Source: an optimization exercise on an open RTL-to-GDS flow (aim: small area, a short achievable clock period and few clock cycles). Production flows keep margins and buffers that such runs may drop.
The RTL was checked by simulation tests, not by an equivalence proof against the original design.
Power is estimated from default activity; no workload was simulated.

`flow/flow/run.sh`:
```
#!/bin/bash
# layout flow: the standard flow, with timing repair asked for 6.6 ns of setup slack
# so that it keeps improving the achieved period beyond the 10 ns clock
set -euo pipefail
bash standard.sh SETUP_SLACK_MARGIN=6.6 finish > standard.log 2>&1
```
`flow/standard.sh`:
```
#!/bin/bash
# synth_recipe.tcl (not shown) runs the flow's synth.tcl, then flattens the netlist and writes it again
# the make line also repeats each setting of config.mk as NAME=value (left out here)
make -C /OpenROAD-flow-scripts/flow DESIGN_CONFIG=/design/flow/config.mk WORK_HOME=/design/flow/orfs CLKGATE_MAP_FILE= SYNTH_SCRIPT=/design/flow/synth_recipe.tcl "${@:-finish}"
```
`flow/config.mk`:
```
export PLATFORM = sky130hd
export DESIGN_NAME = accel_top
export DESIGN_NICKNAME = accel_top
export VERILOG_FILES = /design/flow/design.v
export SDC_FILE = /design/flow/constraint.sdc
export NUM_CORES = 4
export LEC_CHECK = 0
export CAP_MARGIN = 20
export CORE_MARGIN = 2
export CORE_UTILIZATION = 40
export PLACE_DENSITY = 0.6
export SLEW_MARGIN = 20
```
`flow/constraint.sdc`:
```
create_clock -name core_clock -period 10.0 [get_ports {clk}]
set_input_delay 2.0000 -clock core_clock [delete_from_list [all_inputs] [get_ports {clk}]]
set_output_delay 2.0000 -clock core_clock [all_outputs]
set_load 0.01 [all_outputs]
```
`flow/design.v`:
```
module pp_tree (
  input  logic [15:0] a,
  input  logic [15:0] b,
  output logic [57:0] t
);
  logic pp1;
  logic pp2;
  logic pp3;
  logic pp4;
  logic pp5;
  logic pp6;
  logic pp7;
  logic pp8;
  logic pp9;
  logic pp10;
  logic pp11;
  logic pp12;
  logic pp13;
  logic pp14;
  logic pp15;
  logic pp16;
  logic pp17;
  logic pp18;
  logic pp19;
  logic pp20;
  logic pp21;
  logic pp22;
  logic pp23;
  logic pp24;
  logic pp25;
  logic pp26;
  logic pp27;
  logic pp28;
  logic pp29;
  logic pp30;
  logic pp31;
  logic pp32;
  logic pp33;
  logic pp34;
  logic pp35;
  logic pp36;
  logic pp37;
  logic pp38;
  logic pp39;
  logic pp40;
  logic pp41;
  logic pp42;
  logic pp43;
  logic pp44;
  logic pp45;
  logic pp46;
  logic pp47;
  logic pp48;
  logic pp49;
  logic pp50;
  logic pp51;
  logic pp52;
  logic pp53;
  logic pp54;
  logic pp55;
  logic pp56;
  logic pp57;
  logic pp58;
  logic pp59;
  logic pp60;
  logic pp61;
  logic pp62;
  logic pp63;
  logic pp64;
  logic pp65;
  logic pp66;
  logic pp67;
  logic pp68;
  logic pp69;
  logic pp70;
  logic pp71;
  logic pp72;
  logic pp73;
  logic pp74;
  logic pp75;
  logic pp76;
  logic pp77;
  logic pp78;
  logic pp79;
  logic pp80;
  logic pp81;
  logic pp82;
  logic pp83;
  logic pp84;
  logic pp85;
  logic pp86;
  logic pp87;
  logic pp88;
  logic pp89;
  logic pp90;
  logic pp91;
  logic pp92;
  logic pp93;
  logic pp94;
  logic pp95;
  logic pp96;
  logic pp97;
  logic pp98;
  logic pp99;
  logic pp100;
  logic pp101;
  logic pp102;
  logic pp103;
  logic pp104;
  logic pp105;
  logic pp106;
  logic pp107;
  logic pp108;
  logic pp109;
  logic pp110;
  logic pp111;
  logic pp112;
  logic pp113;
  logic pp114;
  logic pp115;
  logic pp116;
  logic pp117;
  logic pp118;
  logic pp119;
  logic pp120;
  logic pp121;
  logic pp122;
  logic pp123;
  logic pp124;
  logic pp125;
  logic pp126;
  logic pp127;
  logic pp128;
  logic s129;
  logic c130;
  logic s131;
  logic c132;
  logic s133;
  logic c134;
  logic s135;
  logic c136;
  logic s137;
  logic c138;
  logic s139;
  logic c140;
  logic s141;
  logic c142;
  logic s143;
  logic c144;
  logic s145;
  logic c146;
  logic s147;
  logic c148;
  logic s149;
  logic c150;
  logic s151;
  logic c152;
  logic s153;
  logic c154;
  logic s155;
  logic c156;
  logic s157;
  logic c158;
  logic s159;
  logic c160;
  logic s161;
  logic c162;
  logic s163;
  logic c164;
  logic s165;
  logic c166;
  logic s167;
  logic c168;
  logic s169;
  logic c170;
  logic s171;
  logic c172;
  logic s173;
  logic c174;
  logic s175;
  logic c176;
  logic s177;
  logic c178;
  logic s179;
  logic c180;
  logic s181;
  logic c182;
  logic s183;
  logic c184;
  logic s185;
  logic c186;
  logic s187;
  logic c188;
  logic s189;
  logic c190;
  logic s191;
  logic c192;
  logic s193;
  logic c194;
  logic s195;
  logic c196;
  logic s197;
  logic c198;
  logic s199;
  logic c200;
  logic s201;
  logic c202;
  logic s203;
  logic c204;
  logic s205;
  logic c206;
  logic s207;
  logic c208;
  logic s209;
  logic c210;
  logic s211;
  logic c212;
  logic s213;
  logic c214;
  logic s215;
  logic c216;
  logic s217;
  logic c218;
  logic s219;
  logic c220;
  logic s221;
  logic c222;
  logic s223;
  logic c224;
  logic s225;
  logic c226;
  logic s227;
  logic c228;
  logic s229;
  logic c230;
  logic s231;
  logic c232;
  logic s233;
  logic c234;
  logic s235;
  logic c236;
  logic s237;
  logic c238;
  logic s239;
  logic c240;
  logic s241;
  logic c242;
  logic s243;
  logic c244;
  logic s245;
  logic c246;
  logic s247;
  logic c248;
  logic s249;
  logic c250;
  logic s251;
  logic c252;
  logic s253;
  logic c254;
  logic s255;
  logic c256;
  logic s257;
  logic c258;
  logic s259;
  logic c260;
  logic s261;
  logic c262;
  logic s263;
  logic c264;
  logic s265;
  logic c266;
  logic s267;
  logic c268;
  logic s269;
  logic c270;
  logic s271;
  logic c272;
  logic s273;
  logic c274;
  logic s275;
  logic c276;
  logic s277;
  logic c278;
  logic s279;
  logic c280;
  logic s281;
  logic c282;
  assign pp1 = a[0] & b[0];
  assign pp2 = a[0] & b[1];
  assign pp3 = a[0] & b[2];
  assign pp4 = a[0] & b[3];
  assign pp5 = a[0] & b[4];
  assign pp6 = a[0] & b[5];
  assign pp7 = a[0] & b[6];
  assign pp8 = a[0] & b[7];
  assign pp9 = a[1] & b[0];
  assign pp10 = a[1] & b[1];
  assign pp11 = a[1] & b[2];
  assign pp12 = a[1] & b[3];
  assign pp13 = a[1] & b[4];
  assign pp14 = a[1] & b[5];
  assign pp15 = a[1] & b[6];
  assign pp16 = a[1] & b[7];
  assign pp17 = a[2] & b[0];
  assign pp18 = a[2] & b[1];
  assign pp19 = a[2] & b[2];
  assign pp20 = a[2] & b[3];
  assign pp21 = a[2] & b[4];
  assign pp22 = a[2] & b[5];
  assign pp23 = a[2] & b[6];
  assign pp24 = a[2] & b[7];
  assign pp25 = a[3] & b[0];
  assign pp26 = a[3] & b[1];
  assign pp27 = a[3] & b[2];
  assign pp28 = a[3] & b[3];
  assign pp29 = a[3] & b[4];
  assign pp30 = a[3] & b[5];
  assign pp31 = a[3] & b[6];
  assign pp32 = a[3] & b[7];
  assign pp33 = a[4] & b[0];
  assign pp34 = a[4] & b[1];
  assign pp35 = a[4] & b[2];
  assign pp36 = a[4] & b[3];
  assign pp37 = a[4] & b[4];
  assign pp38 = a[4] & b[5];
  assign pp39 = a[4] & b[6];
  assign pp40 = a[4] & b[7];
  assign pp41 = a[5] & b[0];
  assign pp42 = a[5] & b[1];
  assign pp43 = a[5] & b[2];
  assign pp44 = a[5] & b[3];
  assign pp45 = a[5] & b[4];
  assign pp46 = a[5] & b[5];
  assign pp47 = a[5] & b[6];
  assign pp48 = a[5] & b[7];
  assign pp49 = a[6] & b[0];
  assign pp50 = a[6] & b[1];
  assign pp51 = a[6] & b[2];
  assign pp52 = a[6] & b[3];
  assign pp53 = a[6] & b[4];
  assign pp54 = a[6] & b[5];
  assign pp55 = a[6] & b[6];
  assign pp56 = a[6] & b[7];
  assign pp57 = a[7] & b[0];
  assign pp58 = a[7] & b[1];
  assign pp59 = a[7] & b[2];
  assign pp60 = a[7] & b[3];
  assign pp61 = a[7] & b[4];
  assign pp62 = a[7] & b[5];
  assign pp63 = a[7] & b[6];
  assign pp64 = a[7] & b[7];
  assign pp65 = a[8] & b[8];
  assign pp66 = a[8] & b[9];
  assign pp67 = a[8] & b[10];
  assign pp68 = a[8] & b[11];
  assign pp69 = a[8] & b[12];
  assign pp70 = a[8] & b[13];
  assign pp71 = a[8] & b[14];
  assign pp72 = a[8] & b[15];
  assign pp73 = a[9] & b[8];
  assign pp74 = a[9] & b[9];
  assign pp75 = a[9] & b[10];
  assign pp76 = a[9] & b[11];
  assign pp77 = a[9] & b[12];
  assign pp78 = a[9] & b[13];
  assign pp79 = a[9] & b[14];
  assign pp80 = a[9] & b[15];
  assign pp81 = a[10] & b[8];
  assign pp82 = a[10] & b[9];
  assign pp83 = a[10] & b[10];
  assign pp84 = a[10] & b[11];
  assign pp85 = a[10] & b[12];
  assign pp86 = a[10] & b[13];
  assign pp87 = a[10] & b[14];
  assign pp88 = a[10] & b[15];
  assign pp89 = a[11] & b[8];
  assign pp90 = a[11] & b[9];
  assign pp91 = a[11] & b[10];
  assign pp92 = a[11] & b[11];
  assign pp93 = a[11] & b[12];
  assign pp94 = a[11] & b[13];
  assign pp95 = a[11] & b[14];
  assign pp96 = a[11] & b[15];
  assign pp97 = a[12] & b[8];
  assign pp98 = a[12] & b[9];
  assign pp99 = a[12] & b[10];
  assign pp100 = a[12] & b[11];
  assign pp101 = a[12] & b[12];
  assign pp102 = a[12] & b[13];
  assign pp103 = a[12] & b[14];
  assign pp104 = a[12] & b[15];
  assign pp105 = a[13] & b[8];
  assign pp106 = a[13] & b[9];
  assign pp107 = a[13] & b[10];
  assign pp108 = a[13] & b[11];
  assign pp109 = a[13] & b[12];
  assign pp110 = a[13] & b[13];
  assign pp111 = a[13] & b[14];
  assign pp112 = a[13] & b[15];
  assign pp113 = a[14] & b[8];
  assign pp114 = a[14] & b[9];
  assign pp115 = a[14] & b[10];
  assign pp116 = a[14] & b[11];
  assign pp117 = a[14] & b[12];
  assign pp118 = a[14] & b[13];
  assign pp119 = a[14] & b[14];
  assign pp120 = a[14] & b[15];
  assign pp121 = a[15] & b[8];
  assign pp122 = a[15] & b[9];
  assign pp123 = a[15] & b[10];
  assign pp124 = a[15] & b[11];
  assign pp125 = a[15] & b[12];
  assign pp126 = a[15] & b[13];
  assign pp127 = a[15] & b[14];
  assign pp128 = a[15] & b[15];
  assign s129 = pp7 ^ pp14;
  assign c130 = pp7 & pp14;
  assign s131 = pp8 ^ pp15 ^ pp22;
  assign c132 = (pp8 & pp15) | (pp8 & pp22) | (pp15 & pp22);
  assign s133 = pp29 ^ pp36 ^ pp43;
  assign c134 = (pp29 & pp36) | (pp29 & pp43) | (pp36 & pp43);
  assign s135 = pp16 ^ pp23 ^ pp30;
  assign c136 = (pp16 & pp23) | (pp16 & pp30) | (pp23 & pp30);
  assign s137 = pp37 ^ pp44;
  assign c138 = pp37 & pp44;
  assign s139 = pp24 ^ pp31;
  assign c140 = pp24 & pp31;
  assign s141 = pp5 ^ pp12;
  assign c142 = pp5 & pp12;
  assign s143 = pp6 ^ pp13 ^ pp20;
  assign c144 = (pp6 & pp13) | (pp6 & pp20) | (pp13 & pp20);
  assign s145 = pp27 ^ pp34 ^ pp41;
  assign c146 = (pp27 & pp34) | (pp27 & pp41) | (pp34 & pp41);
  assign s147 = s129 ^ pp21 ^ pp28;
  assign c148 = (s129 & pp21) | (s129 & pp28) | (pp21 & pp28);
  assign s149 = pp35 ^ pp42 ^ pp49;
  assign c150 = (pp35 & pp42) | (pp35 & pp49) | (pp42 & pp49);
  assign s151 = pp71 ^ pp78 ^ pp85;
  assign c152 = (pp71 & pp78) | (pp71 & pp85) | (pp78 & pp85);
  assign s153 = s131 ^ s133 ^ pp50;
  assign c154 = (s131 & s133) | (s131 & pp50) | (s133 & pp50);
  assign s155 = pp57 ^ pp72 ^ pp79;
  assign c156 = (pp57 & pp72) | (pp57 & pp79) | (pp72 & pp79);
  assign s157 = pp86 ^ pp93 ^ pp100;
  assign c158 = (pp86 & pp93) | (pp86 & pp100) | (pp93 & pp100);
  assign s159 = pp107 ^ pp114;
  assign c160 = pp107 & pp114;
  assign s161 = s135 ^ s137 ^ pp51;
  assign c162 = (s135 & s137) | (s135 & pp51) | (s137 & pp51);
  assign s163 = pp58 ^ pp80 ^ pp87;
  assign c164 = (pp58 & pp80) | (pp58 & pp87) | (pp80 & pp87);
  assign s165 = pp94 ^ pp101 ^ pp108;
  assign c166 = (pp94 & pp101) | (pp94 & pp108) | (pp101 & pp108);
  assign s167 = pp115 ^ pp122 ^ c132;
  assign c168 = (pp115 & pp122) | (pp115 & c132) | (pp122 & c132);
  assign s169 = s139 ^ pp38 ^ pp45;
  assign c170 = (s139 & pp38) | (s139 & pp45) | (pp38 & pp45);
  assign s171 = pp52 ^ pp59 ^ pp88;
  assign c172 = (pp52 & pp59) | (pp52 & pp88) | (pp59 & pp88);
  assign s173 = pp95 ^ pp102 ^ pp109;
  assign c174 = (pp95 & pp102) | (pp95 & pp109) | (pp102 & pp109);
  assign s175 = pp116 ^ pp123 ^ c136;
  assign c176 = (pp116 & pp123) | (pp116 & c136) | (pp123 & c136);
  assign s177 = pp32 ^ pp39 ^ pp46;
  assign c178 = (pp32 & pp39) | (pp32 & pp46) | (pp39 & pp46);
  assign s179 = pp53 ^ pp60 ^ pp96;
  assign c180 = (pp53 & pp60) | (pp53 & pp96) | (pp60 & pp96);
  assign s181 = pp103 ^ pp110 ^ pp117;
  assign c182 = (pp103 & pp110) | (pp103 & pp117) | (pp110 & pp117);
  assign s183 = pp40 ^ pp47 ^ pp54;
  assign c184 = (pp40 & pp47) | (pp40 & pp54) | (pp47 & pp54);
  assign s185 = pp4 ^ pp11 ^ pp18;
  assign c186 = (pp4 & pp11) | (pp4 & pp18) | (pp11 & pp18);
  assign s187 = s141 ^ pp19 ^ pp26;
  assign c188 = (s141 & pp19) | (s141 & pp26) | (pp19 & pp26);
  assign s189 = pp33 ^ pp69 ^ pp76;
  assign c190 = (pp33 & pp69) | (pp33 & pp76) | (pp69 & pp76);
  assign s191 = s143 ^ s145 ^ pp70;
  assign c192 = (s143 & s145) | (s143 & pp70) | (s145 & pp70);
  assign s193 = pp77 ^ pp84 ^ pp91;
  assign c194 = (pp77 & pp84) | (pp77 & pp91) | (pp84 & pp91);
  assign s195 = pp98 ^ pp105;
  assign c196 = pp98 & pp105;
  assign s197 = s147 ^ s149 ^ s151;
  assign c198 = (s147 & s149) | (s147 & s151) | (s149 & s151);
  assign s199 = pp92 ^ pp99 ^ pp106;
  assign c200 = (pp92 & pp99) | (pp92 & pp106) | (pp99 & pp106);
  assign s201 = pp113 ^ c144 ^ c146;
  assign c202 = (pp113 & c144) | (pp113 & c146) | (c144 & c146);
  assign s203 = s153 ^ s155 ^ s157;
  assign c204 = (s153 & s155) | (s153 & s157) | (s155 & s157);
  assign s205 = s159 ^ pp121 ^ c130;
  assign c206 = (s159 & pp121) | (s159 & c130) | (pp121 & c130);
  assign s207 = c148 ^ c150 ^ c152;
  assign c208 = (c148 & c150) | (c148 & c152) | (c150 & c152);
  assign s209 = s161 ^ s163 ^ s165;
  assign c210 = (s161 & s163) | (s161 & s165) | (s163 & s165);
  assign s211 = s167 ^ c134 ^ c154;
  assign c212 = (s167 & c134) | (s167 & c154) | (c134 & c154);
  assign s213 = c156 ^ c158 ^ c160;
  assign c214 = (c156 & c158) | (c156 & c160) | (c158 & c160);
  assign s215 = s169 ^ s171 ^ s173;
  assign c216 = (s169 & s171) | (s169 & s173) | (s171 & s173);
  assign s217 = s175 ^ c138 ^ c162;
  assign c218 = (s175 & c138) | (s175 & c162) | (c138 & c162);
  assign s219 = c164 ^ c166 ^ c168;
  assign c220 = (c164 & c166) | (c164 & c168) | (c166 & c168);
  assign s221 = s177 ^ s179 ^ s181;
  assign c222 = (s177 & s179) | (s177 & s181) | (s179 & s181);
  assign s223 = pp124 ^ c140 ^ c170;
  assign c224 = (pp124 & c140) | (pp124 & c170) | (c140 & c170);
  assign s225 = c172 ^ c174 ^ c176;
  assign c226 = (c172 & c174) | (c172 & c176) | (c174 & c176);
  assign s227 = s183 ^ pp61 ^ pp104;
  assign c228 = (s183 & pp61) | (s183 & pp104) | (pp61 & pp104);
  assign s229 = pp111 ^ pp118 ^ pp125;
  assign c230 = (pp111 & pp118) | (pp111 & pp125) | (pp118 & pp125);
  assign s231 = c178 ^ c180 ^ c182;
  assign c232 = (c178 & c180) | (c178 & c182) | (c180 & c182);
  assign s233 = pp48 ^ pp55 ^ pp62;
  assign c234 = (pp48 & pp55) | (pp48 & pp62) | (pp55 & pp62);
  assign s235 = pp112 ^ pp119 ^ pp126;
  assign c236 = (pp112 & pp119) | (pp112 & pp126) | (pp119 & pp126);
  assign s237 = pp3 ^ pp10 ^ pp17;
  assign c238 = (pp3 & pp10) | (pp3 & pp17) | (pp10 & pp17);
  assign s239 = s185 ^ pp25 ^ pp68;
  assign c240 = (s185 & pp25) | (s185 & pp68) | (pp25 & pp68);
  assign s241 = pp75 ^ pp82;
  assign c242 = pp75 & pp82;
  assign s243 = s187 ^ s189 ^ pp83;
  assign c244 = (s187 & s189) | (s187 & pp83) | (s189 & pp83);
  assign s245 = pp90 ^ pp97 ^ c186;
  assign c246 = (pp90 & pp97) | (pp90 & c186) | (pp97 & c186);
  assign s247 = s191 ^ s193 ^ s195;
  assign c248 = (s191 & s193) | (s191 & s195) | (s193 & s195);
  assign s249 = c142 ^ c188 ^ c190;
  assign c250 = (c142 & c188) | (c142 & c190) | (c188 & c190);
  assign s251 = s197 ^ s199 ^ s201;
  assign c252 = (s197 & s199) | (s197 & s201) | (s199 & s201);
  assign s253 = c192 ^ c194 ^ c196;
  assign c254 = (c192 & c194) | (c192 & c196) | (c194 & c196);
  assign s255 = s203 ^ s205 ^ s207;
  assign c256 = (s203 & s205) | (s203 & s207) | (s205 & s207);
  assign s257 = c198 ^ c200 ^ c202;
  assign c258 = (c198 & c200) | (c198 & c202) | (c200 & c202);
  assign s259 = s209 ^ s211 ^ s213;
  assign c260 = (s209 & s211) | (s209 & s213) | (s211 & s213);
  assign s261 = c204 ^ c206 ^ c208;
  assign c262 = (c204 & c206) | (c204 & c208) | (c206 & c208);
  assign s263 = s215 ^ s217 ^ s219;
  assign c264 = (s215 & s217) | (s215 & s219) | (s217 & s219);
  assign s265 = c210 ^ c212 ^ c214;
  assign c266 = (c210 & c212) | (c210 & c214) | (c212 & c214);
  assign s267 = s221 ^ s223 ^ s225;
  assign c268 = (s221 & s223) | (s221 & s225) | (s223 & s225);
  assign s269 = c216 ^ c218 ^ c220;
  assign c270 = (c216 & c218) | (c216 & c220) | (c218 & c220);
  assign s271 = s227 ^ s229 ^ s231;
  assign c272 = (s227 & s229) | (s227 & s231) | (s229 & s231);
  assign s273 = c222 ^ c224 ^ c226;
  assign c274 = (c222 & c224) | (c222 & c226) | (c224 & c226);
  assign s275 = s233 ^ s235 ^ c184;
  assign c276 = (s233 & s235) | (s233 & c184) | (s235 & c184);
  assign s277 = c228 ^ c230 ^ c232;
  assign c278 = (c228 & c230) | (c228 & c232) | (c230 & c232);
  assign s279 = pp56 ^ pp63 ^ pp120;
  assign c280 = (pp56 & pp63) | (pp56 & pp120) | (pp63 & pp120);
  assign s281 = pp127 ^ c234 ^ c236;
  assign c282 = (pp127 & c234) | (pp127 & c236) | (c234 & c236);
  assign t[0] = pp1;   
  assign t[1] = pp65;   
  assign t[2] = pp2;   
  assign t[3] = pp9;   
  assign t[4] = pp66;   
  assign t[5] = pp73;   
  assign t[6] = s237;   
  assign t[7] = pp67;   
  assign t[8] = pp74;   
  assign t[9] = pp81;   
  assign t[10] = s239;   
  assign t[11] = s241;   
  assign t[12] = pp89;   
  assign t[13] = c238;   
  assign t[14] = s243;   
  assign t[15] = s245;   
  assign t[16] = c240;   
  assign t[17] = c242;   
  assign t[18] = s247;   
  assign t[19] = s249;   
  assign t[20] = c244;   
  assign t[21] = c246;   
  assign t[22] = s251;   
  assign t[23] = s253;   
  assign t[24] = c248;   
  assign t[25] = c250;   
  assign t[26] = s255;   
  assign t[27] = s257;   
  assign t[28] = c252;   
  assign t[29] = c254;   
  assign t[30] = s259;   
  assign t[31] = s261;   
  assign t[32] = c256;   
  assign t[33] = c258;   
  assign t[34] = s263;   
  assign t[35] = s265;   
  assign t[36] = c260;   
  assign t[37] = c262;   
  assign t[38] = s267;   
  assign t[39] = s269;   
  assign t[40] = c264;   
  assign t[41] = c266;   
  assign t[42] = s271;   
  assign t[43] = s273;   
  assign t[44] = c268;   
  assign t[45] = c270;   
  assign t[46] = s275;   
  assign t[47] = s277;   
  assign t[48] = c272;   
  assign t[49] = c274;   
  assign t[50] = s279;   
  assign t[51] = s281;   
  assign t[52] = c276;   
  assign t[53] = c278;   
  assign t[54] = pp64;   
  assign t[55] = pp128;   
  assign t[56] = c280;   
  assign t[57] = c282;   
endmodule
module acc_tree (
  input  logic [57:0] t,
  input  logic [17:0] x,
  input  logic [17:0] y,
  output logic [17:0] u,
  output logic [17:0] v
);
  logic s1;
  logic c2;
  logic s3;
  logic c4;
  logic s5;
  logic c6;
  logic s7;
  logic c8;
  logic s9;
  logic c10;
  logic s11;
  logic c12;
  logic s13;
  logic c14;
  logic s15;
  logic c16;
  logic s17;
  logic c18;
  logic s19;
  logic c20;
  logic s21;
  logic c22;
  logic s23;
  logic c24;
  logic s25;
  logic c26;
  logic s27;
  logic c28;
  logic s29;
  logic c30;
  logic s31;
  logic c32;
  logic s33;
  logic c34;
  logic s35;
  logic c36;
  logic s37;
  logic c38;
  logic s39;
  logic c40;
  logic s41;
  logic c42;
  logic s43;
  logic c44;
  logic s45;
  logic c46;
  logic s47;
  logic c48;
  logic s49;
  logic c50;
  logic s51;
  logic c52;
  logic s53;
  logic c54;
  logic s55;
  logic c56;
  logic s57;
  logic c58;
  logic s59;
  logic c60;
  logic s61;
  logic c62;
  logic s63;
  logic c64;
  logic s65;
  logic c66;
  logic s67;
  logic c68;
  logic s69;
  logic c70;
  logic s71;
  logic c72;
  logic s73;
  logic c74;
  logic s75;
  logic c76;
  logic s77;
  logic c78;
  logic s79;
  logic c80;
  logic s81;
  logic c82;
  logic s83;
  logic c84;
  logic s85;
  logic c86;
  logic s87;
  logic c88;
  logic s89;
  logic c90;
  logic s91;
  logic c92;
  logic s93;
  logic c94;
  logic s95;
  logic c96;
  logic s97;
  logic c98;
  logic s99;
  logic c100;
  logic s101;
  logic c102;
  logic s103;
  logic c104;
  logic s105;
  logic c106;
  logic s107;
  logic c108;
  logic s109;
  logic c110;
  logic s111;
  logic c112;
  logic s113;
  logic c114;
  logic s115;
  logic c116;
  logic s117;
  logic c118;
  logic s119;
  logic c120;
  logic s121;
  logic c122;
  assign s1 = t[2] ^ t[3] ^ t[4];
  assign c2 = (t[2] & t[3]) | (t[2] & t[4]) | (t[3] & t[4]);
  assign s3 = t[6] ^ t[7] ^ t[8];
  assign c4 = (t[6] & t[7]) | (t[6] & t[8]) | (t[7] & t[8]);
  assign s5 = t[9] ^ x[2];
  assign c6 = t[9] & x[2];
  assign s7 = t[10] ^ t[11] ^ t[12];
  assign c8 = (t[10] & t[11]) | (t[10] & t[12]) | (t[11] & t[12]);
  assign s9 = t[13] ^ x[3] ^ y[3];
  assign c10 = (t[13] & x[3]) | (t[13] & y[3]) | (x[3] & y[3]);
  assign s11 = t[14] ^ t[15] ^ t[16];
  assign c12 = (t[14] & t[15]) | (t[14] & t[16]) | (t[15] & t[16]);
  assign s13 = t[17] ^ x[4] ^ y[4];
  assign c14 = (t[17] & x[4]) | (t[17] & y[4]) | (x[4] & y[4]);
  assign s15 = t[18] ^ t[19] ^ t[20];
  assign c16 = (t[18] & t[19]) | (t[18] & t[20]) | (t[19] & t[20]);
  assign s17 = t[21] ^ x[5] ^ y[5];
  assign c18 = (t[21] & x[5]) | (t[21] & y[5]) | (x[5] & y[5]);
  assign s19 = t[22] ^ t[23] ^ t[24];
  assign c20 = (t[22] & t[23]) | (t[22] & t[24]) | (t[23] & t[24]);
  assign s21 = t[25] ^ x[6] ^ y[6];
  assign c22 = (t[25] & x[6]) | (t[25] & y[6]) | (x[6] & y[6]);
  assign s23 = t[26] ^ t[27] ^ t[28];
  assign c24 = (t[26] & t[27]) | (t[26] & t[28]) | (t[27] & t[28]);
  assign s25 = t[29] ^ x[7] ^ y[7];
  assign c26 = (t[29] & x[7]) | (t[29] & y[7]) | (x[7] & y[7]);
  assign s27 = t[30] ^ t[31] ^ t[32];
  assign c28 = (t[30] & t[31]) | (t[30] & t[32]) | (t[31] & t[32]);
  assign s29 = t[33] ^ x[8] ^ y[8];
  assign c30 = (t[33] & x[8]) | (t[33] & y[8]) | (x[8] & y[8]);
  assign s31 = t[34] ^ t[35] ^ t[36];
  assign c32 = (t[34] & t[35]) | (t[34] & t[36]) | (t[35] & t[36]);
  assign s33 = t[37] ^ x[9] ^ y[9];
  assign c34 = (t[37] & x[9]) | (t[37] & y[9]) | (x[9] & y[9]);
  assign s35 = t[38] ^ t[39] ^ t[40];
  assign c36 = (t[38] & t[39]) | (t[38] & t[40]) | (t[39] & t[40]);
  assign s37 = t[41] ^ x[10] ^ y[10];
  assign c38 = (t[41] & x[10]) | (t[41] & y[10]) | (x[10] & y[10]);
  assign s39 = t[42] ^ t[43] ^ t[44];
  assign c40 = (t[42] & t[43]) | (t[42] & t[44]) | (t[43] & t[44]);
  assign s41 = t[45] ^ x[11] ^ y[11];
  assign c42 = (t[45] & x[11]) | (t[45] & y[11]) | (x[11] & y[11]);
  assign s43 = t[46] ^ t[47] ^ t[48];
  assign c44 = (t[46] & t[47]) | (t[46] & t[48]) | (t[47] & t[48]);
  assign s45 = t[49] ^ x[12] ^ y[12];
  assign c46 = (t[49] & x[12]) | (t[49] & y[12]) | (x[12] & y[12]);
  assign s47 = t[50] ^ t[51] ^ t[52];
  assign c48 = (t[50] & t[51]) | (t[50] & t[52]) | (t[51] & t[52]);
  assign s49 = t[53] ^ x[13] ^ y[13];
  assign c50 = (t[53] & x[13]) | (t[53] & y[13]) | (x[13] & y[13]);
  assign s51 = t[54] ^ t[55] ^ t[56];
  assign c52 = (t[54] & t[55]) | (t[54] & t[56]) | (t[55] & t[56]);
  assign s53 = t[57] ^ x[14] ^ y[14];
  assign c54 = (t[57] & x[14]) | (t[57] & y[14]) | (x[14] & y[14]);
  assign s55 = t[0] ^ t[1];
  assign c56 = t[0] & t[1];
  assign s57 = s1 ^ t[5] ^ x[1];
  assign c58 = (s1 & t[5]) | (s1 & x[1]) | (t[5] & x[1]);
  assign s59 = s3 ^ s5 ^ y[2];
  assign c60 = (s3 & s5) | (s3 & y[2]) | (s5 & y[2]);
  assign s61 = s7 ^ s9 ^ c4;
  assign c62 = (s7 & s9) | (s7 & c4) | (s9 & c4);
  assign s63 = s11 ^ s13 ^ c8;
  assign c64 = (s11 & s13) | (s11 & c8) | (s13 & c8);
  assign s65 = s15 ^ s17 ^ c12;
  assign c66 = (s15 & s17) | (s15 & c12) | (s17 & c12);
  assign s67 = s19 ^ s21 ^ c16;
  assign c68 = (s19 & s21) | (s19 & c16) | (s21 & c16);
  assign s69 = s23 ^ s25 ^ c20;
  assign c70 = (s23 & s25) | (s23 & c20) | (s25 & c20);
  assign s71 = s27 ^ s29 ^ c24;
  assign c72 = (s27 & s29) | (s27 & c24) | (s29 & c24);
  assign s73 = s31 ^ s33 ^ c28;
  assign c74 = (s31 & s33) | (s31 & c28) | (s33 & c28);
  assign s75 = s35 ^ s37 ^ c32;
  assign c76 = (s35 & s37) | (s35 & c32) | (s37 & c32);
  assign s77 = s39 ^ s41 ^ c36;
  assign c78 = (s39 & s41) | (s39 & c36) | (s41 & c36);
  assign s79 = s43 ^ s45 ^ c40;
  assign c80 = (s43 & s45) | (s43 & c40) | (s45 & c40);
  assign s81 = s47 ^ s49 ^ c44;
  assign c82 = (s47 & s49) | (s47 & c44) | (s49 & c44);
  assign s83 = s51 ^ s53 ^ c48;
  assign c84 = (s51 & s53) | (s51 & c48) | (s53 & c48);
  assign s85 = x[15] ^ y[15] ^ c52;
  assign c86 = (x[15] & y[15]) | (x[15] & c52) | (y[15] & c52);
  assign s87 = s55 ^ x[0];
  assign c88 = s55 & x[0];
  assign s89 = s57 ^ y[1] ^ c56;
  assign c90 = (s57 & y[1]) | (s57 & c56) | (y[1] & c56);
  assign s91 = s59 ^ c2 ^ c58;
  assign c92 = (s59 & c2) | (s59 & c58) | (c2 & c58);
  assign s93 = s61 ^ c6 ^ c60;
  assign c94 = (s61 & c6) | (s61 & c60) | (c6 & c60);
  assign s95 = s63 ^ c10 ^ c62;
  assign c96 = (s63 & c10) | (s63 & c62) | (c10 & c62);
  assign s97 = s65 ^ c14 ^ c64;
  assign c98 = (s65 & c14) | (s65 & c64) | (c14 & c64);
  assign s99 = s67 ^ c18 ^ c66;
  assign c100 = (s67 & c18) | (s67 & c66) | (c18 & c66);
  assign s101 = s69 ^ c22 ^ c68;
  assign c102 = (s69 & c22) | (s69 & c68) | (c22 & c68);
  assign s103 = s71 ^ c26 ^ c70;
  assign c104 = (s71 & c26) | (s71 & c70) | (c26 & c70);
  assign s105 = s73 ^ c30 ^ c72;
  assign c106 = (s73 & c30) | (s73 & c72) | (c30 & c72);
  assign s107 = s75 ^ c34 ^ c74;
  assign c108 = (s75 & c34) | (s75 & c74) | (c34 & c74);
  assign s109 = s77 ^ c38 ^ c76;
  assign c110 = (s77 & c38) | (s77 & c76) | (c38 & c76);
  assign s111 = s79 ^ c42 ^ c78;
  assign c112 = (s79 & c42) | (s79 & c78) | (c42 & c78);
  assign s113 = s81 ^ c46 ^ c80;
  assign c114 = (s81 & c46) | (s81 & c80) | (c46 & c80);
  assign s115 = s83 ^ c50 ^ c82;
  assign c116 = (s83 & c50) | (s83 & c82) | (c50 & c82);
  assign s117 = s85 ^ c54 ^ c84;
  assign c118 = (s85 & c54) | (s85 & c84) | (c54 & c84);
  assign s119 = x[16] ^ y[16] ^ c86;
  assign c120 = (x[16] & y[16]) | (x[16] & c86) | (y[16] & c86);
  assign s121 = x[17] ^ y[17];
  assign c122 = x[17] & y[17];
  assign u[0] = s87;
  assign u[1] = s89;
  assign u[2] = s91;
  assign u[3] = s93;
  assign u[4] = s95;
  assign u[5] = s97;
  assign u[6] = s99;
  assign u[7] = s101;
  assign u[8] = s103;
  assign u[9] = s105;
  assign u[10] = s107;
  assign u[11] = s109;
  assign u[12] = s111;
  assign u[13] = s113;
  assign u[14] = s115;
  assign u[15] = s117;
  assign u[16] = s119;
  assign u[17] = s121;
  assign v[0] = y[0];
  assign v[1] = c88;
  assign v[2] = c90;
  assign v[3] = c92;
  assign v[4] = c94;
  assign v[5] = c96;
  assign v[6] = c98;
  assign v[7] = c100;
  assign v[8] = c102;
  assign v[9] = c104;
  assign v[10] = c106;
  assign v[11] = c108;
  assign v[12] = c110;
  assign v[13] = c112;
  assign v[14] = c114;
  assign v[15] = c116;
  assign v[16] = c118;
  assign v[17] = c120;
endmodule
module accel_top #(
  parameter int ARRAY_N = 4
) (
  input  logic        clk,
  input  logic        arst_n,
  input  logic        psel,
  input  logic        penable,
  input  logic        pwrite,
  input  logic [11:0] paddr,
  input  logic [31:0] pwdata,
  output logic [31:0] prdata,
  output logic        pready,
  output logic        pslverr,
  output logic        interrupt,
  output logic        busy
);
  localparam int CELLS  = ARRAY_N * ARRAY_N;
  localparam int T_BITS = 58;
  logic       setup;
  logic       in_buf;
  logic       hit_ctrl, hit_status, hit_a, hit_b;
  logic       ro_bits;
  logic       dec_err;
  logic [3:0] pidx;
  logic       rd_c, rd_status, rd_ctrl, rd_other;
  assign setup      = psel && !penable;
  assign in_buf     = (paddr[1:0] == 2'b00) && (paddr[7:6] == 2'b00);
  assign hit_ctrl   = (paddr == 12'h000);
  assign hit_status = (paddr == 12'h004);
  assign hit_a      = in_buf && (paddr[11:8] == 4'h1);
  assign hit_b      = in_buf && (paddr[11:8] == 4'h2);
  assign ro_bits    = |{pwdata[31:2], pwdata[0]};
  assign pidx       = paddr[5:2];
  always_comb begin
    if (pwrite) begin
      dec_err = !(hit_ctrl || hit_status || hit_a || hit_b) || (hit_status && ro_bits) ||
                ((hit_a || hit_b) && busy);
    end else begin
      dec_err = !(hit_ctrl || hit_status || hit_a || hit_b || (in_buf && paddr[11:8] == 4'h3));
    end
  end
  assign rd_c      = psel && !penable && !pwrite && (paddr[11:8] == 4'h3) &&
                     (paddr[7:6] == 2'b00) && (paddr[1:0] == 2'b00);
  assign rd_status = setup && !pwrite && hit_status;
  assign rd_ctrl   = setup && !pwrite && hit_ctrl;
  assign rd_other  = setup && !pwrite && !rd_c;
  logic       wr_a_q, wr_b_q, wr_ctrl_q, clr_q, err_q;
  logic [3:0] idx_q;
  logic       start;
  logic       run1, run2;
  logic       cvalid;
  logic       irq_en, irq_en_n;
  logic       done, done_n;
  logic       interrupt_q;
  assign start    = setup && pwrite && hit_ctrl && pwdata[0] && !busy;
  assign irq_en_n = wr_ctrl_q ? pwdata[1] : irq_en;
  assign done_n   = run2 || (done && !clr_q);
  always_ff @(posedge clk or negedge arst_n) begin
    if (!arst_n) begin
      wr_a_q      <= 1'b0;
      wr_b_q      <= 1'b0;
      wr_ctrl_q   <= 1'b0;
      clr_q       <= 1'b0;
      err_q       <= 1'b0;
      idx_q       <= '0;
      run1        <= 1'b0;
      run2        <= 1'b0;
      busy        <= 1'b0;
      done        <= 1'b0;
      irq_en      <= 1'b0;
      interrupt_q <= 1'b0;
      cvalid      <= 1'b0;
    end else begin
      wr_a_q      <= setup && pwrite && hit_a && !busy;
      wr_b_q      <= setup && pwrite && hit_b && !busy;
      wr_ctrl_q   <= setup && pwrite && hit_ctrl;
      clr_q       <= setup && pwrite && hit_status && !ro_bits && pwdata[1];
      err_q       <= setup && dec_err;
      if (setup) begin
        idx_q <= pidx;
      end
      run1        <= start;
      run2        <= run1;
      busy        <= start || run1;
      done        <= done_n;
      irq_en      <= irq_en_n;
      interrupt_q <= done_n && irq_en_n;
      if (start) begin
        cvalid <= 1'b1;
      end
    end
  end
  assign interrupt = interrupt_q;
  logic [7:0] a_buf [CELLS];
  logic [7:0] b_buf [CELLS];
  logic [7:0] a_run [CELLS];
  logic [7:0] b_run [CELLS];
  always_ff @(posedge clk or negedge arst_n) begin
    if (!arst_n) begin
      for (int n = 0; n < CELLS; n++) begin
        a_buf[n] <= '0;
        b_buf[n] <= '0;
      end
    end else begin
      for (int n = 0; n < CELLS; n++) begin
        if (wr_a_q && idx_q == 4'(n)) a_buf[n] <= pwdata[7:0];
        if (wr_b_q && idx_q == 4'(n)) b_buf[n] <= pwdata[7:0];
      end
    end
  end
  always_ff @(posedge clk) begin
    if (start) begin
      for (int n = 0; n < CELLS; n++) begin
        a_run[n] <= a_buf[n];
        b_run[n] <= b_buf[n];
      end
    end
  end
  logic [3:0]  e_idx;             
  logic        e_ph;              
  logic        e_go;              
  logic [3:0]  base;              
  logic [3:0]  op_idx, t_idx, acc_idx, res_idx;
  logic        op_ph, t_ph, acc_ph;
  logic        op_v, t_v, acc_v, res_v;
  logic [15:0] a_sel, b_sel;
  logic [15:0] op_a, op_b;
  logic [T_BITS-1:0] t_d, t_q;
  logic [17:0] acc_x, acc_y, acc_u, acc_v_row;
  logic [17:0] acc_xin, acc_yin;
  logic [17:0] sum;
  logic [23:0] rdata_q;
  logic        acc_done;
  logic        in_flight;
  logic        c_pend, c_hit, c_pend_n, c_hit_n, pready_q;
  logic        res_v_n;
  logic [3:0]  res_idx_n;
  logic [3:0]  e_off;
  for (genvar l = 0; l < 2; l++) begin : g_sel
    assign a_sel[l*8 +: 8] = a_run[e_idx[3:2] * ARRAY_N + 2 * e_ph + l];
    assign b_sel[l*8 +: 8] = b_run[(2 * e_ph + l) * ARRAY_N + e_idx[1:0]];
  end
  pp_tree  u_pp  (.a(op_a), .b(op_b), .t(t_d));
  acc_tree u_acc (.t(t_q), .x(acc_xin), .y(acc_yin), .u(acc_u), .v(acc_v_row));
  assign acc_xin = t_ph ? acc_x : 18'd0;
  assign acc_yin = t_ph ? acc_y : 18'd0;
  assign sum     = acc_x + acc_y;
  always_ff @(posedge clk) begin
    op_a  <= a_sel;
    op_b  <= b_sel;
    t_q   <= t_d;
    acc_x <= acc_u;
    acc_y <= acc_v_row;
  end
  assign acc_done = acc_v && acc_ph;
  assign e_off = e_idx - base;
  assign e_go  = e_ph || (e_off < 4'd3);
  assign in_flight = (e_go && e_idx == pidx) || (op_v && op_idx == pidx) ||
                     (t_v && t_idx == pidx) || (acc_v && acc_idx == pidx);
  always_ff @(posedge clk or negedge arst_n) begin
    if (!arst_n) begin
      e_idx   <= '0;
      e_ph    <= 1'b0;
      base    <= '0;
      op_idx  <= '0;
      t_idx   <= '0;
      acc_idx <= '0;
      op_ph   <= 1'b0;
      t_ph    <= 1'b0;
      acc_ph  <= 1'b0;
      op_v    <= 1'b0;
      t_v     <= 1'b0;
      acc_v   <= 1'b0;
    end else begin
      op_idx  <= e_idx;
      op_ph   <= e_ph;
      t_idx   <= op_idx;
      t_ph    <= op_ph;
      acc_idx <= t_idx;
      acc_ph  <= t_ph;
      op_v    <= e_go && !start;
      t_v     <= op_v && !start;
      acc_v   <= t_v && !start;
      if (start) begin
        e_idx <= '0;
        e_ph  <= 1'b0;
        base  <= '0;
      end else if (rd_c && !in_flight) begin
        e_idx <= pidx;
        e_ph  <= 1'b0;
        base  <= pidx;
      end else begin
        if (rd_c) begin
          base <= pidx + 4'd1;
        end
        if (e_go) begin
          e_ph <= !e_ph;
          if (e_ph) begin
            e_idx <= e_idx + 4'd1;
          end
        end
      end
    end
  end
  assign c_pend_n  = rd_c || (c_pend && !c_hit);
  assign res_v_n   = !start && !rd_other && (acc_done || res_v);
  assign res_idx_n = acc_done ? acc_idx : res_idx;
  assign c_hit_n   = c_pend_n && res_v_n && (res_idx_n == (rd_c ? pidx : idx_q));
  always_ff @(posedge clk or negedge arst_n) begin
    if (!arst_n) begin
      res_v    <= 1'b0;
      res_idx  <= '0;
      c_pend   <= 1'b0;
      c_hit    <= 1'b0;
      pready_q <= 1'b1;
    end else begin
      res_v    <= res_v_n;
      res_idx  <= res_idx_n;
      c_pend   <= c_pend_n;
      c_hit    <= c_hit_n;
      pready_q <= !c_pend_n || c_hit_n;
    end
  end
  always_ff @(posedge clk) begin
    if (rd_other) begin
      rdata_q <= {22'd0, (rd_status && done_n) || (rd_ctrl && irq_en_n), rd_status && (start || run1)};
    end else if (acc_done) begin
      rdata_q <= cvalid ? {6'd0, sum} : 24'd0;
    end
  end
  assign pready  = pready_q;
  assign pslverr = err_q;
  assign prdata  = {8'd0, rdata_q};
endmodule
```
==> implementation parameters, run 1 <==
Parameter                              Value

Outcome
  Status    finished clean

Clock tree
  CTS root buf    sky130_fd_sc_hd__clkbuf_16
  Deepest level of the CTS H-tree    3
  Maximum count of clock buffers along a single path    3
  Clock buffer count from CTS    73
  CTS Sinks    approximately 710
  Cts-stage hold buffer count    0
  Worst-skew pair later-pin latency    0.63 ns
  Clock-pin slew of the registers on the worst-case setup and hold paths    about 0.060 ns
  CTS tree    yes

Setup path
  Critical path endpoint category    flip-flop
  CP Launch Type    primary input
  RR Startpoint    op_b[7]
  Largest stage delay on the critical path    0.42 ns
  Maximum fanout along the worst path    7
  Crit Path Class    in2reg
  Critical-path cell list    clkdlybuf4s50_1 -> and4bb_4 -> nand3_4 -> buf_6 -> mux2i_1 -> xnor2_1 -> or2_4 -> o31ai_4
  Top Family by Delay on Critical Path    simple AND/OR/NAND/NOR gates
  Worst setup startpoint    paddr[0]
  Signal arrival time at the worst endpoint    roughly 3.9 ns
  Slowest stage cell, crit path    sky130_fd_sc_hd__clkdlybuf4s50_1
  Buffers & Inverters on Critical Path    2
  Data required, critical path    10.51 ns
  Reg2reg setup slack    about 7.1 ns

Synthesis
  Leading cell types by count after synthesis    sky130_fd_sc_hd__dfrtp_1 (306), sky130_fd_sc_hd__mux2_2 (260), sky130_fd_sc_hd__edfxtp_1 (258)
  Asr flop ratio synth    0.4348
  Netlist area before placement    between 20,000 and 30,000 µm²
  Primary flip-flop cell chosen by synthesis mapping    sky130_fd_sc_hd__dfrtp_1
  Biggest area consumer among synthesized cells    sky130_fd_sc_hd__edfxtp_1
  Total of flip-flops plus latches after synthesis    between 700 and 800
  Cell types with the largest area share after synthesis    sky130_fd_sc_hd__edfxtp_1 (26%), sky130_fd_sc_hd__dfrtp_1 (26%), sky130_fd_sc_hd__mux2_2 (9.9%), sky130_fd_sc_hd__dfxtp_1 (9.5%), sky130_fd_sc_hd__fa_1 (8.7%)
  Mean cell area of the mapped netlist    14.46 µm²
  Number of different library cells in the post-synthesis netlist    70
  Number of enable-type register cells in the synthesized netlist    between 200 and 300
  Most frequently used cell type in the post-synthesis netlist    sky130_fd_sc_hd__dfrtp_1
  Synth top area share    0.2613
  Sequential share of the synthesized area    0.6156
  Yosys warns    5
  Number of instances in the synthesized netlist    2,051

Floorplanning
  Die Outline Area    around 76,000 µm²
  Vert. Die Dim    around 280 µm
  Number of primary I/O pins    85
  Area of the core    73,210 µm²
  # rows    99
  Starting Density    0.4050
  Die Span X    about 280 µm

Cells and area
  Fraction of final layout cells with drive strength greater than 1    0.2339
  Final Util    0.4765
  Layout area overhead    17.65%
  Net count of the finished layout    approximately 2,400

Power and ir drop
  Net Switching    approximately 0.0035 W
  Power per cell area    around 290 nW/µm²
  Static leakage power    between 10 and 15 nW
  Power Internal    0.006486 W
  Sequential cell fraction of total power    0.372
  Share of power burned in combinational logic    0.354
  IR drop worst, VDD    0.1617 mV
  Switching share of total power    0.3498
  Portion of total power attributed to the clock network    0.273

Timing
  Post-Route Skew    0.03334 ns
  Final Cycle Share    0.3403
  Total setup violations reported at the end of the flow    0
  Final count of hold timing violations    0
  RSZ-0062 raised after global routing    true
  Max Fclk    0.2939 GHz
  Headroom to the max-slew limit    0.2135
  Final min period    roughly 3.4 ns
  Setup TNS Final    0 ns
  Slew Viols, Final    0
  Transition time at the pin with the least slew margin    about 1.2 ns

Placement
  IO buf count    70
  Weighted congestion at the end of routability-driven global placement    approximately 0.86
  Hpwl dp    around 43,000 µm

Min path
  Worst min-delay path startpoint    op_ph
  Hold crit path type    reg2reg

Route
  Routed vias    about 17,000
  Drt initial violations    approximately 1,200
  Residual DRC    0
  Drt pass-1 iters    8
  Number of vias per cell    roughly 5.3
  Antenna-violating nets left    0
  Average routed wire per standard cell    around 22 µm
  Final wirelength    approximately 71,000 µm

Global route
  Initial antenna violation count    3
  GRT Resource Usage Total    0.1851
  First-pass GRT wire length    around 110,000 µm
  Maximum number of pins on one net before global-route repair    74
  Via count of the first global-routing pass    17,920
  Global route total overflow    0

Run
  Max-cap violations    0
==> stage by stage <==
step           instances  total power, W  hold WS [ns]  cell area, µm²  setup slack, ns
2_1_floorplan       2064        0.006131        0.3312           29790            6.000
3_3_place_gp        3024        0.007215        0.3318           31470            4.510
3_5_place_dp        3024        0.007329        0.3347           31470            4.502
4_1_cts             3190         0.01007        0.3481           34560            6.606
5_1_grt             3208         0.01077        0.3694           34880            6.532
6_report            3210        0.009975        0.3473           34880            6.598
==> power groups by stage <==
stage	registers [W]	clock network (W)	logic, W
after global placement	0.00377	0	0.00345
final	0.00371	0.00273	0.00353
after CTS	0.00372	0.00277	0.00358
after floorplan	0.00361	0	0.00252
after detailed placement	0.00377	0	0.00356
after global routing	0.00375	0.00290	0.00412
==> state kept, by name (all words and copies together) (netlist names), 16 cells and up <==
name / flops
op_a: 16
acc_x: 18
prdata: 18
op_b: 16
t_q: 58
a_buf: 128
b_buf: 128
b_run: 128
a_run: 128
acc_y: 17
==> final timing paths <==
path                                     end  cells after the start
worst min-delay path                    t_ph                      0
worst max-delay path                pready_q                      8
max in group asynchronous       b_buf[13][3]                      3
worst max register to register       t_q[30]                      7
worst min register to register          t_ph                      0
min in group asynchronous        b_buf[5][4]                      1
==> cells by family after synthesis <==
| logic type | count (synthesis) | synth area share |
|---|---|---|
| flip-flops | 706 | 0.6156 |
| XOR/XNOR | 38 | 0.01122 |
| AO/OA/AOI/OAI | 218 | 0.05021 |
| buffers and inverters | 186 | 0.02561 |
| AND/OR/NAND/NOR | 444 | 0.08000 |
| other | 1 | 0.0001265 |
| multiplexers | 293 | 0.1149 |
| adder cells (fa/ha/maj) | 165 | 0.1023 |
==> cell usage in the layout, fill, tap and decap left out, drive strengths merged, types with 7 or more instances in the layout <==
cell,Yosys,layout
buf,26,69
inv,87,93
o21ai,58,58
nand3,48,48
edfxtp,258,258
clkdlybuf4s50,0,26
nand3b,7,7
dlygate4sd2,0,30
nor4,22,22
clkinv,1,22
dfrtp,306,306
conb,1,14
dfxtp,141,141
mux2i,21,21
nor2b,9,9
a222oi,8,8
a22o,17,17
ha,36,36
and2,134,134
xnor2,17,17
nor3,12,12
mux4,12,12
clkbuf,72,116
nor2,43,43
a221oi,11,11
mux2,260,260
nand2,124,124
xor2,21,21
a22oi,41,41
fa,129,129
nand4,8,8
nor3b,9,9
a21oi,33,33
==> per-layer routing <==
metal	vias to the layer above	GRT usage	share of wire
met5	-	0	0
met4	0	0.06361	0.030
met3	128	0.03743	0.056
met2	465	0.3004	0.48
met1	8867	0.2487	0.44
li1	7532	-	-
==> cell type report <==
| cell class | instances | area, µm² |
|---|---|---|
| diodes | 2 | 5.005 |
| clock buffers | 108 | 2172 |
| clock inverters | 27 | 262.8 |
| fillers | 6357 | 38320 |
| inverters | 88 | 346.6 |
| multi-input cells | 1172 | 10960 |
| flip-flops and latches | 706 | 18260 |
| well taps | 959 | 1200 |
| repair buffers | 144 | 1632 |
| repair inverters | 4 | 45.04 |
==> timing repair <==
item,in CTS,in global routing
setup endpoints to repair,318,316
buffers inserted,17,14
gates cloned,14,4
pin swaps,9,13
gates resized for setup,101,41
Testbench counts, summed over its fixed seeds: cycles 6,592.
==> run 2: changes to the inputs <==
--- a/flow/config.mk
+++ b/flow/config.mk
@@ -8,5 +8,8 @@
 export CAP_MARGIN = 20
 export CORE_MARGIN = 2
 export CORE_UTILIZATION = 40
+export CTS_BUF_LIST = sky130_fd_sc_hd__clkbuf_16
+export CTS_CLUSTER_DIAMETER = 80
+export CTS_CLUSTER_SIZE = 32
 export PLACE_DENSITY = 0.6
 export SLEW_MARGIN = 20
==> run 2 against run 1 <==
Final cell count fell by 2.7%. Power fell by 11%. Combinational power barely moved. Sequential share of layout area rose by 2.3 points. Register-to-register slack barely moved. Critical path type unchanged. Core utilization fell by 2.0 points. Count of clock-buffer cells in the layout fell by 77. Critical path depth did not move. Via count fell by 1.9%. Clock power fell by about 40%.
==> implementation parameters, run 2 <==
Parameter                              Value

Placement
  Hpwl dp    around 43,000 µm
  Total instance count after detailed placement    around 3,000
  Weighted congestion at the end of routability-driven global placement    0.8607
  Worst setup timing slack at the placement stage    4.502 ns
  IO buf count    70

Synthesis
  Biggest area consumer among synthesized cells    sky130_fd_sc_hd__edfxtp_1
  Most frequently used cell type in the post-synthesis netlist    sky130_fd_sc_hd__dfrtp_1
  Area share of xor/xnor cells in the synthesized design    0.01122
  Number of different library cells in the post-synthesis netlist    70
  Compound-Gate Fraction of Synth Area    0.05021
  Total of flip-flops plus latches after synthesis    706
  Netlist area before placement    29,650 µm²
  Primary flip-flop cell chosen by synthesis mapping    sky130_fd_sc_hd__dfrtp_1
  Cell types with the largest area share after synthesis    sky130_fd_sc_hd__edfxtp_1 (26%), sky130_fd_sc_hd__dfrtp_1 (26%), sky130_fd_sc_hd__mux2_2 (9.9%), sky130_fd_sc_hd__dfxtp_1 (9.5%), sky130_fd_sc_hd__fa_1 (8.7%)
  Multiplexer share of the synthesized area    0.1149
  Mean cell area of the mapped netlist    between 10 and 15 µm²
  Simple-gate share of the synthesized area    0.08000
  Synth top area share    0.2613
  Asr flop ratio synth    0.4348
  Dominant combinational cell family by area after synthesis    multiplexers
  Sequential share of the synthesized area    0.6156
  Number of enable-type register cells in the synthesized netlist    between 200 and 300
  Area share of fa/ha/maj cells after synthesis    0.1023
  Yosys warns    5
  Number of instances in the synthesized netlist    a little over 2,000
  Leading cell types by count after synthesis    sky130_fd_sc_hd__dfrtp_1 (306), sky130_fd_sc_hd__mux2_2 (260), sky130_fd_sc_hd__edfxtp_1 (258)

Cells and area
  Net count of the finished layout    2,352
  Number of standard cells in the layout, taps in and fillers out    between 3,000 and 4,000
  Layout area overhead    12.60%
  Top library cells by usage in the layout, fill and taps aside    sky130_fd_sc_hd__dfrtp_1 (302), sky130_fd_sc_hd__mux2_2 (260), sky130_fd_sc_hd__edfxtp_1 (258), sky130_fd_sc_hd__dfxtp_1 (141), sky130_fd_sc_hd__and2_1 (134)
  Fraction of final layout cells with drive strength greater than 1    0.2077
  Leading cell type in the layout, fill and taps excluded    sky130_fd_sc_hd__dfrtp_1

Route
  Antenna-violating nets left    0
  Average routed wire per standard cell    22.12 µm
  Number of vias per cell    ~5.3
  Routed vias    about 17,000
  Final wirelength    69,080 µm
  Drt pass-1 iters    6
  Residual DRC    0
  Drt initial violations    1,230

Run
  Max-cap violations    0

Timing
  Max Fclk    ~0.29 GHz
  Setup TNS Final    0 ns
  Slew Viols, Final    0
  Transition time at the pin with the least slew margin    between 1 and 1.5 ns
  Post-layout worst setup margin    between 6 and 7 ns
  Post-route worst hold slack    roughly 0.36 ns
  Final min period    between 3 and 4 ns
  Total setup violations reported at the end of the flow    0
  RSZ-0062 raised after global routing    true
  Post-Route Skew    around 0.046 ns
  Final Cycle Share    0.3456
  Headroom to the max-slew limit    0.2174
  Final count of hold timing violations    0

Power and ir drop
  Power Internal    between 0.005 and 0.006 W
  Share of power burned in combinational logic    0.397
  Switching share of total power    0.3747
  IR drop worst, VDD    0.1532 mV
  Static leakage power    about 14 nW
  Sequential cell fraction of total power    0.418
  Net Switching    ~0.0033 W
  Portion of total power attributed to the clock network    0.186
  Power per cell area    about 270 nW/µm²

Setup path
  RR Startpoint    op_b[5]
  Critical path endpoint category    flip-flop
  Largest stage delay on the critical path    0.46 ns
  Worst setup startpoint    pwdata[4]
  R2R depth    7
  Critical-path cell list    clkdlybuf4s50_1 -> buf_6 -> nor4_2 -> nand4_1 -> nor2_2 -> nor2_1 -> a31oi_1 -> a21oi_1
  Maximum fanout along the worst path    33
  Crit Path Class    in2reg
  Data required, critical path    10.52 ns
  Signal arrival time at the worst endpoint    3.97 ns
  Slowest stage cell, crit path    sky130_fd_sc_hd__nand4_1
  CP Launch Type    primary input

Clock tree
  Deepest level of the CTS H-tree    1
  Maximum count of clock buffers along a single path    3
  Cts-stage hold buffer count    0
  CTS tree    yes
  Clock buffer count from CTS    31
  Clock-pin slew of the registers on the worst-case setup and hold paths    0.11 ns
  Worst-skew pair later-pin latency    around 0.65 ns
  CTS root buf    sky130_fd_sc_hd__clkbuf_16
  CTS Sinks    between 700 and 800

Floorplanning
  Die Span X    ~280 µm
  Vert. Die Dim    276.3 µm
  Number of primary I/O pins    85
  # rows    99
  Starting Density    0.4050
  Die Outline Area    76,330 µm²
  Area of the core    roughly 73,000 µm²

Min path
  Hold Path Stages    0
  Worst min-delay path startpoint    op_ph
  Hold crit path type    reg2reg

Global route
  Initial antenna violation count    4
  Via count of the first global-routing pass    about 17,000
  GRT Resource Usage Total    0.1774
  First-pass GRT wire length    between 100,000 and 150,000 µm
  Maximum number of pins on one net before global-route repair    74
  Global route total overflow    0

Outcome
  Status    finished clean
==> run 2: final timing paths <==
kind / endpoint / slack (ns)
setup / recovery: err_q / 6.54
hold / removal: t_ph / 0.36
setup reg to reg: t_q[30] / 7.09
hold reg to reg: t_ph / 0.36
max in group asynchronous: b_buf[2][2] / 7.02
min in group asynchronous: b_buf[7][7] / 1.28
==> run 2: worst max-delay path: cells and delay by family <==
kind	cells	cell delay (ns)
buf+inv	2	0.62
simple gates	4	1.10
compound gates	2	0.24
==> run 2: cell type report <==
cell class	count	area (µm²)
Fill cell	6457	39820
Timing Repair inverter	4	48.80
Clock buffer	31	775.7
Antenna cell	2	5.005
Inverter	88	346.6
Tap cell	959	1200
Clock inverter	26	311.5
Multi-Input combinational cell	1172	10930
Timing Repair Buffer	135	1514
Sequential cell	706	18260
==> run 2: stage by stage <==
| stage | util | power [W] | instance area [µm²] |
|---|---|---|---|
| floorplan | - | 0.006131 | 29790 |
| global placement | 0.4299 | 0.007215 | 31470 |
| detailed placement | 0.4299 | 0.007329 | 31470 |
| CTS | 0.4518 | 0.008965 | 33080 |
| global route | 0.4560 | 0.009631 | 33380 |
| finish | 0.4561 | 0.008874 | 33390 |
==> run 2: what timing repair did <==
item | in CTS | in global routing
setup endpoints to repair | 318 | 296
gates resized for setup | 81 | 47
gates cloned | 9 | 4
setup buffers | 20 | 7
pin swaps | 6 | 10
==> run 2: cells by family (layout without fill, tap and decap cells) <==
logic type,count (synthesis),after routing
other,1,16
xor gates and xnor gates,38,38
DFF,706,706
and+or+nand+nor,444,444
adders and majority gates,165,165
muxes,293,293
AOI/OAI and AO/OA,218,218
buffers and inverters,186,284
==> run 2: per-layer routing <==
layer | share of wire | global-route usage
met1 | 0.44 | 0.2471
met2 | 0.49 | 0.2973
met3 | 0.051 | 0.02206
met4 | 0.023 | 0.04203
met5 | 0 | 0
==> run 2: power groups by stage <==
stage / registers [W] / clock network, W / logic (W)
4_1_cts: 0.00371 / 0.00168 / 0.00357
3_3_place_gp: 0.00377 / 0 / 0.00345
6_report: 0.00371 / 0.00165 / 0.00352
3_5_place_dp: 0.00377 / 0 / 0.00356
5_1_grt: 0.00375 / 0.00178 / 0.00410
2_1_floorplan: 0.00361 / 0 / 0.00252
==> run 3: changes to the inputs <==
==> flow/flow/run.sh (replaced) <==
#!/bin/bash
# layout flow: the standard flow, with timing repair asked for 6.6 ns of setup slack so
# that it keeps improving the achieved period beyond the 10 ns clock, and with plain
# buffers (rather than delay cells) on the ports
set -euo pipefail
bash standard.sh SETUP_SLACK_MARGIN=6.6 \
  "BUFFER_PORTS_ARGS=-buffer_cell sky130_fd_sc_hd__buf_2" finish > standard.log 2>&1
--- a/flow/config.mk
+++ b/flow/config.mk
@@ -7,9 +7,9 @@
 export LEC_CHECK = 0
 export CAP_MARGIN = 20
 export CORE_MARGIN = 2
-export CORE_UTILIZATION = 40
+export CORE_UTILIZATION = 60
 export CTS_BUF_LIST = sky130_fd_sc_hd__clkbuf_16
 export CTS_CLUSTER_DIAMETER = 80
 export CTS_CLUSTER_SIZE = 32
-export PLACE_DENSITY = 0.6
+export PLACE_DENSITY = 0.75
 export SLEW_MARGIN = 20
==> run 3 against run 2 <==
Still clean. Non-clock buffer count is 36 lower. Sequential share of layout area is 2.4 points higher. Die area is 33% lower.
==> implementation parameters, run 3 <==
Parameter                              Value

Global route
  Peak-usage layer in the global routing report    met2
  Maximum number of pins on one net before global-route repair    roughly 170
  Global route total overflow    0
  M1 GR Usage    0.3506
  Via count of the first global-routing pass    around 17,000
  First-pass GRT wire length    96,790 µm
  GRT Resource Usage Total    0.2498
  Global-route met2 utilization    0.4134
  Initial antenna violation count    1
  Global routing usage on met3    0.03654

Timing
  Slew Viols, Final    0
  Post-layout worst setup margin    around 6.6 ns
  Setup TNS Final    0 ns
  Total setup violations reported at the end of the flow    0
  Final Cycle Share    0.3354
  Max Fclk    between 0.2 and 0.3 GHz
  Transition time at the pin with the least slew margin    around 1.1 ns
  RSZ-0062 raised after global routing    true
  Final min period    between 3 and 4 ns
  Final count of hold timing violations    0
  Headroom to the max-slew limit    0.2338
  Post-Route Skew    between 0.03 and 0.04 ns

Floorplanning
  Die Outline Area    between 50,000 and 60,000 µm²
  # rows    just over 80
  Die Span X    226.3 µm
  Area of the core    roughly 49,000 µm²
  Starting Density    0.6070
  Vert. Die Dim    between 200 and 250 µm
  Number of primary I/O pins    between 80 and 90

Setup path
  Slowest stage cell, crit path    sky130_fd_sc_hd__nor4_1
  Critical-path cell list    buf_2 -> nor4_1 -> nand4_1 -> nor2_1 -> nor2_1 -> a31oi_1 -> a21oi_1
  CP Launch Type    primary input
  Buffers & Inverters on Critical Path    1
  Largest stage delay on the critical path    around 0.61 ns
  Data required, critical path    around 11 ns
  Top Family by Delay on Critical Path    simple AND/OR/NAND/NOR gates
  Most common cell type on the critical path    sky130_fd_sc_hd__nor2_1
  Crit Path Class    in2reg
  Maximum fanout along the worst path    34
  Critical path endpoint category    flip-flop
  Signal arrival time at the worst endpoint    ~3.9 ns

Cells and area
  Final Util    0.6550
  Layout area overhead    7.907%
  Leading cell type in the layout, fill and taps excluded    sky130_fd_sc_hd__dfrtp_1
  Net count of the finished layout    2,315
  Fraction of final layout cells with drive strength greater than 1    0.2137
  Number of standard cells in the layout, taps in and fillers out    ~2,800
  Top library cells by usage in the layout, fill and taps aside    sky130_fd_sc_hd__dfrtp_1 (304), sky130_fd_sc_hd__mux2_2 (260), sky130_fd_sc_hd__edfxtp_1 (258), sky130_fd_sc_hd__dfxtp_1 (141), sky130_fd_sc_hd__and2_1 (134)
  Antenna diodes    0
  Number of fillers in the final layout    approximately 3,500

Route
  Antenna-violating nets left    0
  Final wirelength    slightly above 60,000 µm
  Average routed wire per standard cell    approximately 22 µm
  Number of vias per cell    between 5 and 6
  Drt initial violations    around 1,300
  Drt pass-1 iters    6
  Routed vias    16,300
  Residual DRC    0

Synthesis
  Mean cell area of the mapped netlist    about 14 µm²
  Area share of fa/ha/maj cells after synthesis    0.1023
  Biggest area consumer among synthesized cells    sky130_fd_sc_hd__edfxtp_1
  Asr flop ratio synth    0.4348
  Total of flip-flops plus latches after synthesis    706
  Number of enable-type register cells in the synthesized netlist    between 200 and 300
  Simple-gate share of the synthesized area    0.08000
  Dominant combinational cell family by area after synthesis    multiplexers
  Number of different library cells in the post-synthesis netlist    70
  Most frequently used cell type in the post-synthesis netlist    sky130_fd_sc_hd__dfrtp_1
  Cell types with the largest area share after synthesis    sky130_fd_sc_hd__edfxtp_1 (26%), sky130_fd_sc_hd__dfrtp_1 (26%), sky130_fd_sc_hd__mux2_2 (9.9%), sky130_fd_sc_hd__dfxtp_1 (9.5%), sky130_fd_sc_hd__fa_1 (8.7%)
  Yosys warns    5
  Synth top area share    0.2613
  Number of instances in the synthesized netlist    2,051
  Leading cell types by count after synthesis    sky130_fd_sc_hd__dfrtp_1 (306), sky130_fd_sc_hd__mux2_2 (260), sky130_fd_sc_hd__edfxtp_1 (258)
  Primary flip-flop cell chosen by synthesis mapping    sky130_fd_sc_hd__dfrtp_1
  Area share of xor/xnor cells in the synthesized design    0.01122
  Multiplexer share of the synthesized area    0.1149
  Compound-Gate Fraction of Synth Area    0.05021
  Sequential share of the synthesized area    0.6156
  Netlist area before placement    29,650 µm²

Clock tree
  Clock buffer count from CTS    31
  Clock-pin slew of the registers on the worst-case setup and hold paths    0.12 ns
  Worst-skew pair later-pin latency    between 0.6 and 0.7 ns
  Deepest level of the CTS H-tree    1
  CTS Sinks    between 700 and 800
  Maximum count of clock buffers along a single path    3
  CTS root buf    sky130_fd_sc_hd__clkbuf_16
  CTS tree    yes

Power and ir drop
  IR drop worst, VDD    roughly 0.22 mV
  Power per cell area    272.8 nW/µm²
  Static leakage power    about 14 nW

Placement
  Worst setup timing slack at the placement stage    around 5.0 ns
  Weighted congestion at the end of routability-driven global placement    0.9232
  Hpwl dp    a little under 40,000 µm
  IO buf count    70
  Total instance count after detailed placement    between 2,000 and 3,000

Outcome
  Status    finished clean

Run
  Max-cap violations    0

Min path
  Hold crit path type    reg2reg
==> run 3: cell counts after synthesis <==
Identical to the previous run, type by type.
==> run 3: where the power goes <==
group          switching, W  internal, W  leakage, nW
combinational       0.00194      0.00148         5.36
sequential         0.000353      0.00337         7.75
clock              0.000946     0.000639        0.536
total               0.00323      0.00550         13.6
==> run 3: cells by family after synthesis <==
group | count (synthesis)
other | 1
xor gates and xnor gates | 38
muxes | 293
AOI/OAI and AO/OA | 218
adders and majority gates | 165
DFF | 706
and+or+nand+nor | 444
buffers and inverters | 186
==> run 3: what timing repair did <==
item,in CTS,in global routing
gates cloned,5,1
endpoints found under the setup margin,276,170
hold buffers,0,0
pin swaps,2,1
gates resized for setup,8,5
hold endpoints to repair,0,0
buffers inserted,5,8
==> run 3: worst paths after layout <==
| path | to | from | slack (ns) | cells past startpoint |
|---|---|---|---|---|
| min | t_ph | op_ph | 0.38 | 0 |
| min reg2reg | t_ph | op_ph | 0.38 | 0 |
| max in group asynchronous | b_buf[14][3] | arst_n | 7.35 | 2 |
| max | err_q | pwdata[0] | 6.65 | 7 |
| min in group asynchronous | a_buf[15][7] | arst_n | 1.29 | 1 |
| max reg2reg | op_a[1] | e_ph | 6.93 | 8 |
==> run 3: worst register-to-register path, cell delays in order, from the launching register on <==
cell	delay, ns
sky130_fd_sc_hd__dfrtp_2	1.09
sky130_fd_sc_hd__buf_4	0.60
sky130_fd_sc_hd__clkinv_1	0.13
sky130_fd_sc_hd__buf_4	0.29
sky130_fd_sc_hd__o21ai_0	0.14
sky130_fd_sc_hd__a21boi_0	0.20
sky130_fd_sc_hd__o22ai_1	0.16
sky130_fd_sc_hd__a221oi_1	0.26
sky130_fd_sc_hd__nor2_1	0.08
==> run 3: final cells by class <==
cell class / instances / area, µm² / share of cell area
Sequential cell: 706 / 18260 / 0.5706
Clock inverter: 25 / 284.0 / 0.008877
Timing Repair inverter: 3 / 31.28 / 0.0009776
Tap cell: 664 / 830.8 / 0.02596
Timing Repair Buffer: 99 / 684.4 / 0.02139
Clock buffer: 31 / 775.7 / 0.02424
Inverter: 88 / 346.6 / 0.01083
Multi-Input combinational cell: 1172 / 10790 / 0.3372
==> run 3: per-stage QoR <==
| stage | instance area [µm²] | total power (W) | hold WS [ns] |
|---|---|---|---|
| CTS | 31870 | 0.008806 | 0.3785 |
| floorplan | 29790 | 0.006131 | 0.3312 |
| detailed placement | 30650 | 0.007218 | 0.3522 |
| global route | 32000 | 0.009404 | 0.3929 |
| finish | 32000 | 0.008730 | 0.3750 |
| global placement | 30650 | 0.007045 | 0.3356 |
==> run 3: metal layers <==
metal	routed length (µm)	up-vias
met5	13	-
met4	1705	2
met3	3479	103
met2	30200	439
met1	26390	8446
li1	-	7312

==> afterwards: timing with drivers on the ports <==
Ports are ideal in the flow. The routed layouts listed here were re-timed in OpenROAD.
Step 1, drivers: a clkbuf_16 drives clk and a buf_2 each remaining input, both assumed.
Step 2 moves the port delays by t, midway between the first and last clock arrival at a register: inputs arrive t later, outputs are due t later. That takes back most of the time a late clock gives input paths.
a / b / c = ideal / step 1 / step 2; a / b = the first two.
| run | shift t [ns] | setup WS [ns] | worst setup path at the end |
|---|---|---|---|
| run 1 | 0.674 | 6.598 / 6.595 / 5.948 | input to register |
| run 2 | 0.695 | 6.544 / 6.584 / 5.889 | input to register |
| run 3 | 0.667 | 6.646 / 6.683 / 6.016 | input to register |
After both steps every run listed still meets setup and hold. For run 2, which loses most, drivers alone change the setup slack by +0.040 ns; drivers and shift together by -0.655 ns.
